This is an optimization exercise on Yosys and OpenROAD, whose aim is small area, a short achievable clock period and few clock cycles per item, not a production implementation.
At most, simulation tests tie the RTL to the original design; equivalence was not proved.

green:
## ycbcr420_to_rgb_flip_core
module ycbcr420_to_rgb_flip_core
#(
	parameter int MAX_WIDTH  = 2048,
	parameter int MAX_HEIGHT = 2048
) (
	input  logic        clk,
	input  logic        arst_n,
	input  logic        wr_en,
	input  logic [1:0]  wr_index,
	input  logic [12:0] wr_data,
	input  logic        s_tvalid,
	output logic        s_tready,
	input  logic [47:0] s_tdata,
	output logic        m_tvalid,
	input  logic        m_tready,
	output logic [71:0] m_tdata,
	output logic        m_tlast,
	output logic        m_tuser
);
Size: roughly 2200 cells after synthesis.
Settings: LEC_CHECK=0, CAP_MARGIN=20, CORE_MARGIN=2, CORE_UTILIZATION=40, SLEW_MARGIN=20; clock period 11.0 ns.
standard.sh (not shown) runs the stock make flow with config.mk's settings and CLKGATE_MAP_FILE= SYNTH_SCRIPT=/design/flow/synth_recipe.tcl, a recipe that flattens the netlist after the stock synthesis.
==> flow/flow/run.sh <==
#!/bin/bash
# The standard layout, with repair_timing aiming below the clock period
# (setup margin) so the critical paths are sized and buffered, and the port
# buffers made from the smallest buffer cell (repair sizes them up as needed).
set -euo pipefail
bash standard.sh SETUP_SLACK_MARGIN=7.0 "BUFFER_PORTS_ARGS=-buffer_cell sky130_fd_sc_hd__buf_1" finish > make.log 2>&1
Testbench counts of green, summed over its fixed seeds: cycles 19,304, items 9,600.
## Diff of input files: blue against green
--- a/flow/design.v
+++ b/flow/design.v
@@ -461,14 +461,42 @@
 	logic [9:0]  kmul;
 	logic [15:0] kmul_x;
 	logic [23:0] badd_a;
 	logic [23:0] badd_b;
 	logic [23:0] badd;
 	logic        row_step;
 	logic        wr_geo;
+	function automatic logic ge10(input logic [9:0] a, input logic [9:0] b);
+		logic c;
+		c = 1'b1;
+		for (int i = 0; i < 10; i++) begin
+			c = (a[i] & ~b[i]) | ((a[i] | ~b[i]) & c);
+		end
+		ge10 = c;
+	endfunction
+	function automatic logic [9:0] inc10(input logic [9:0] a);
+		logic c;
+		c = 1'b1;
+		for (int i = 0; i < 10; i++) begin
+			inc10[i] = a[i] ^ c;
+			c        = a[i] & c;
+		end
+	endfunction
+	function automatic logic [9:0] sub10(input logic [9:0] a, input logic [9:0] b);
+		logic c;
+		c = 1'b1;
+		for (int i = 0; i < 10; i++) begin
+			sub10[i] = a[i] ^ ~b[i] ^ c;
+			c        = (a[i] & ~b[i]) | ((a[i] | ~b[i]) & c);
+		end
+	endfunction
+	logic [9:0] col_p1;
+	logic [9:0] row_p1;
+	assign col_p1 = inc10(col);
+	assign row_p1 = inc10(row);
 	always_comb begin
 		if (wr_data[10:0] == 11'd0) begin
 			wr_max = 10'd0;
 		end else if (wr_data[10]) begin
 			wr_max = 10'd1023;
 		end else begin
 			wr_max = wr_data[9:0] - 10'd1;
@@ -487,25 +515,25 @@
 				2'd2: stride <= wr_data;
 				default: ;
 			endcase
 		end
 	end
 	assign row_step = ld_lo && lc_q && !lr_q;
 	assign clamp    = !bvalid && !wr_q && !wr_geo;
-	assign lc_adv   = lc_q ? (cm == 10'd0) : (col + 10'd1 >= cm);
-	assign lr_adv   = lc_q ? (lr_q ? (rm == 10'd0) : (row + 10'd1 >= rm)) : lr_q;
+	assign lc_adv   = lc_q ? (cm == 10'd0) : ge10(col_p1, cm);
+	assign lr_adv   = lc_q ? (lr_q ? (rm == 10'd0) : ge10(row_p1, rm)) : lr_q;
 	always_comb begin
 		col_n = col;
 		row_n = row;
 		if (ld_lo) begin
 			if (lc_q) begin
 				col_n = 10'd0;
-				row_n = lr_q ? 10'd0 : row + 10'd1;
+				row_n = lr_q ? 10'd0 : row_p1;
 			end else begin
-				col_n = col + 10'd1;
+				col_n = col_p1;
 			end
 		end else if (clamp) begin
 			if (lc_q) begin
 				col_n = cm;
 			end
 			if (lr_q) begin
 				row_n = rm;
@@ -523,22 +551,22 @@
 		end else begin
 			col   <= col_n;
 			row   <= row_n;
 			if (ld_lo) begin
 				lc_q <= lc_adv;
 				lr_q <= lr_adv;
 			end else begin
-				lc_q <= (clamp && lc_q) || (col >= cm);
-				lr_q <= (clamp && lr_q) || (row >= rm);
+				lc_q <= (clamp && lc_q) || ge10(col, cm);
+				lr_q <= (clamp && lr_q) || ge10(row, rm);
 			end
 			lr_q2 <= lr_q;
 			wr_q  <= wr_geo;
 		end
 	end
-	assign kmul   = lr_q ? rm : (rm - row);
+	assign kmul   = lr_q ? rm : sub10(rm, row);
 	assign kmul_x = {6'd0, kmul};
 	assign bstart = st_q || wr_q || (lr_q && !lr_q2);
 	assign badd_a = bvalid ? base : {base[22:0], 1'b0};
 	assign badd_b = bvalid ? ~(24'({stride, 1'b0})) : (kbit_q ? 24'({stride, 1'b0}) : 24'd0);
 	assign badd   = badd_a + badd_b + 24'(bvalid);
 	always_ff @(posedge clk or negedge arst_n) begin
 		if (!arst_n) begin
Notes after the runs:
The placed wire-length estimate after detailed placement number comes out lower for blue vs green. The maximum frequency reported for blue is greater than that of green by about 5%. | non-clock buffer count | blue vs green | 17 higher |. Lower multiplexer share of the synthesized area was reported by green, not blue. Critical path startpoint = cb_q[6]$_DFFE_PP_: green; critical path startpoint = rm[0]$_DFFE_PN1P_: blue. Diff green -> blue: compound-cell area share of the yosys netlist has decreased, die area now smaller. [compare] base=green new=blue: data-path buffer share of cell area in the final layout higher; TritonCTS buffer count dropped 12%; final setup slack of the worst path saw an increase; sequential share of layout area barely changed. Compared green against blue; cell area within noise. When blue is set beside green, its wire length turns out to be about 2.4% larger.
The RTL of blue was laid out without a check of its function.

* * *

Another version of the RTL of ycbcr420_to_rgb_flip_core (not shown whole).
Size in the first run: about 2000 cells after synthesis, about 260 flip-flops, about 140 I/O pins, roughly 0.021 mm² of cells after synthesis.
clock: 11.0 ns
lec_check: 0
cap_margin: 20
core_margin: 2
core_utilization: 40
cts_buf_list: sky130_fd_sc_hd__clkbuf_8
slew_margin: 20
Scripts as last shown in full above: flow/flow/run.sh
The starting point ran to the end with no violations.
Edit:
--- a/flow/design.v
+++ b/flow/design.v
@@ -557,17 +557,29 @@
 			lr_q2 <= lr_q;
 			wr_q  <= wr_geo;
 		end
 	end
 	assign kmul   = lr_q ? rm : sub10(rm, row);
 	assign kmul_x = {6'd0, kmul};
 	assign bstart = st_q || wr_q || (lr_q && !lr_q2);
-	assign badd_a = bvalid ? base : {base[22:0], 1'b0};
-	assign badd_b = bvalid ? ~(24'({stride, 1'b0})) : (kbit_q ? 24'({stride, 1'b0}) : 24'd0);
-	assign badd   = badd_a + badd_b + 24'(bvalid);
+	logic [14:0] badd_lo;
+	logic [9:0]  bhi_dec;
+	logic [9:0]  bhi_inc;
+	assign badd_a  = bvalid ? base : {base[22:0], 1'b0};
+	assign badd_b  = bvalid ? ~(24'({stride, 1'b0})) : (kbit_q ? 24'({stride, 1'b0}) : 24'd0);
+	assign badd_lo = {1'b0, badd_a[13:0]} + {1'b0, badd_b[13:0]} + 15'(bvalid);
+	assign bhi_dec = base[23:14] - 10'd1;
+	assign bhi_inc = base[22:13] + 10'd1;
+	always_comb begin
+		if (bvalid) begin
+			badd = {badd_lo[14] ? base[23:14] : bhi_dec, badd_lo[13:0]};
+		end else begin
+			badd = {badd_lo[14] ? bhi_inc : base[22:13], badd_lo[13:0]};
+		end
+	end
 	always_ff @(posedge clk or negedge arst_n) begin
 		if (!arst_n) begin
 			bvalid <= 1'b0;
 			bcnt   <= 4'd10;
 			st_q   <= 1'b1;
 		end else begin
 			st_q <= 1'b0;
@@ -594,24 +606,36 @@
 		end
 	end
 	assign addr_ok = olast ? (bvalid || lr_q) : 1'b1;
 	logic [47:0] opix;
 	logic [23:0] ooff;
 	logic        ouser;
 	logic [23:0] up_off;
-	assign up_off = (lr_q ? 24'd0 : base) + 24'({col, 2'b00}) + 24'({col, 1'b0});
+	logic [23:0] bsel;
+	logic [13:0] up_lo;
+	logic [13:0] lo_lo;
+	logic [10:0] bsel_inc;
+	logic [10:0] ooff_inc;
+	logic [23:0] lo_off;
+	assign bsel     = lr_q ? 24'd0 : base;
+	assign up_lo    = {1'b0, bsel[12:0]} + 14'({col, 2'b00}) + 14'({col, 1'b0});
+	assign bsel_inc = bsel[23:13] + 11'd1;
+	assign up_off   = {up_lo[13] ? bsel_inc : bsel[23:13], up_lo[12:0]};
+	assign lo_lo    = {1'b0, ooff[12:0]} + {1'b0, stride};
+	assign ooff_inc = ooff[23:13] + 11'd1;
+	assign lo_off   = {lo_lo[13] ? ooff_inc : ooff[23:13], lo_lo[12:0]};
 	always_ff @(posedge clk) begin
 		if (adv) begin
 			opix[7:0]   <= sat8(add11(11'(yy_a_q), 11'(kr_q)));
 			opix[15:8]  <= sat8(add11(11'(yy_a_q), 11'(kg_q)));
 			opix[23:16] <= sat8(add11(11'(yy_a_q), 11'(kb_q)));
 			opix[31:24] <= sat8(add11(11'(yy_b_q), 11'(kr_q)));
 			opix[39:32] <= sat8(add11(11'(yy_b_q), 11'(kg_q)));
 			opix[47:40] <= sat8(add11(11'(yy_b_q), 11'(kb_q)));
-			ooff        <= olast ? up_off : ooff + 24'(stride);
+			ooff        <= olast ? up_off : lo_off;
 			ouser       <= !olast && lc_q && lr_q;
 		end
 	end
 	assign m_tvalid = ov;
 	assign m_tlast  = olast;
 	assign m_tuser  = ouser;
 	assign m_tdata  = {ooff, opix};
Clock skew came out higher by 24 ps.
Utilization came out higher by 2.2 points.
Global-route usage came out higher by 0.49 points.
Register-to-register slack is worse by 240 ps.
Critical path depth came out lower by 1.
Setup slack is worse by 240 ps.
Sequential cell count stays the same.
Count of clock-buffer cells in the layout came out higher by 5.
Worst hold slack stays flat.
Function was not checked in any run of this note: the RTL went through the layout flow alone.

* * *

ycbcr420_to_rgb_flip_core, a different RTL version from the one above (not shown whole).
Size: about 2,000 cells after synthesis, roughly 260 flip-flops, about 140 I/O pins, about 20,000 sq um of cells after synthesis.
clock: 11.0 ns
lec_check: 0
cap_margin: 20
core_margin: 2
core_utilization: 40
cts_buf_list: sky130_fd_sc_hd__clkbuf_8
slew_margin: 20
Scripts as last shown in full above: flow/flow/run.sh
Testbench counts at the start, summed over its fixed seeds: cycles 19,304, items 9,600.
Next try:
--- a/flow/design.v
+++ b/flow/design.v
@@ -575,43 +575,41 @@
 			kbit_q <= 1'b0;
 		end else begin
 			if (!bvalid || row_step) begin
 				base <= badd;
 			end
 			kbit_q <= kmul_x[bcnt - 4'd1];
 		end
 	end
 	assign addr_ok = olast ? (bvalid || lr_q) : 1'b1;
 	logic [47:0] opix;
 	logic [23:0] ooff;
 	logic        ouser;
-	logic [23:0] up_off;
-	logic [23:0] bsel;
-	logic [13:0] up_lo;
-	logic [13:0] lo_lo;
-	logic [10:0] bsel_inc;
-	logic [10:0] ooff_inc;
-	logic [23:0] lo_off;
-	assign bsel     = lr_q ? 24'd0 : base;
-	assign up_lo    = {1'b0, bsel[12:0]} + 14'({col, 2'b00}) + 14'({col, 1'b0});
-	assign bsel_inc = bsel[23:13] + 11'd1;
-	assign up_off   = {up_lo[13] ? bsel_inc : bsel[23:13], up_lo[12:0]};
-	assign lo_lo    = {1'b0, ooff[12:0]} + {1'b0, stride};
-	assign ooff_inc = ooff[23:13] + 11'd1;
-	assign lo_off   = {lo_lo[13] ? ooff_inc : ooff[23:13], lo_lo[12:0]};
+	logic [23:0] offa;
+	logic [12:0] offb;
+	logic [10:0] offc;
+	logic [13:0] off_lo;
+	logic [10:0] offa_inc;
+	logic [23:0] off_n;
+	assign offa     = olast ? (lr_q ? 24'd0 : base) : ooff;
+	assign offb     = olast ? 13'({col, 2'b00}) : stride;
+	assign offc     = olast ? {col, 1'b0} : 11'd0;
+	assign off_lo   = {1'b0, offa[12:0]} + {1'b0, offb} + 14'(offc);
+	assign offa_inc = offa[23:13] + 11'd1;
+	assign off_n    = {off_lo[13] ? offa_inc : offa[23:13], off_lo[12:0]};
 	always_ff @(posedge clk) begin
 		if (adv) begin
 			opix[7:0]   <= sat8(add11(11'(yy_a_q), 11'(kr_q)));
 			opix[15:8]  <= sat8(add11(11'(yy_a_q), 11'(kg_q)));
 			opix[23:16] <= sat8(add11(11'(yy_a_q), 11'(kb_q)));
 			opix[31:24] <= sat8(add11(11'(yy_b_q), 11'(kr_q)));
 			opix[39:32] <= sat8(add11(11'(yy_b_q), 11'(kg_q)));
 			opix[47:40] <= sat8(add11(11'(yy_b_q), 11'(kb_q)));
-			ooff        <= olast ? up_off : lo_off;
+			ooff        <= off_n;
 			ouser       <= !olast && lc_q && lr_q;
 		end
 	end
 	assign m_tvalid = ov;
 	assign m_tlast  = olast;
 	assign m_tuser  = ouser;
 	assign m_tdata  = {ooff, opix};
 endmodule
Hold slack stays flat.
Die area stays the same.
Sequential cell count stays the same.
Clock skew increases by 0.015 ns.
Global-route usage climbs by 0.84 points.
Routed wire length is higher by about 4.3%.
The RTL of the second run of this note was laid out without a check of its function.

## port drivers added, routing unchanged
The flow's constraints put no driver on any port. The routed layouts listed below were extracted and timed again, unchanged, in two steps. Step 1 assumes that a clkbuf_16 drives the clock port and a buf_2 every other input. Step 2 adds t to the input delays and takes it off the output delays; t is the mean of the earliest and latest rising clock arrival at the registers after step 1. Input paths then give back, and output paths get back, about the clock's delay inside the block. Three values: ideal, step 1, step 2; two values: the first two.
run | t, ns | slack for setup (ns) | worst setup path at the end | clock arrival spread, ns | cell pins on the clock port's net
green | 0.591 | 6.574 / 6.574 / 6.560 | input to register | 0.027 / 0.027 | 1
blue | 0.640 | 6.780 / 6.780 / 6.566 | input to register | 0.035 / 0.034 | 1
the first run of note 2 | 0.673 | 6.891 / 6.891 / 6.484 | input to register | 0.029 / 0.029 | 1
the second run of note 2 | 0.694 | 6.647 / 6.647 / 6.584 | input to register | 0.052 / 0.052 | 1
the first run of note 3 | 0.670 | 6.994 / 6.994 / 6.556 | input to register | 0.031 / 0.032 | 1
the second run of note 3 | 0.666 | 6.947 / 6.947 / 6.510 | input to register | 0.046 / 0.047 | 1
After both steps setup and hold are still met in every run listed. The setup slack of the first run of note 3, which loses most, moves by 0.000 ns with the drivers and by -0.438 ns with both steps.
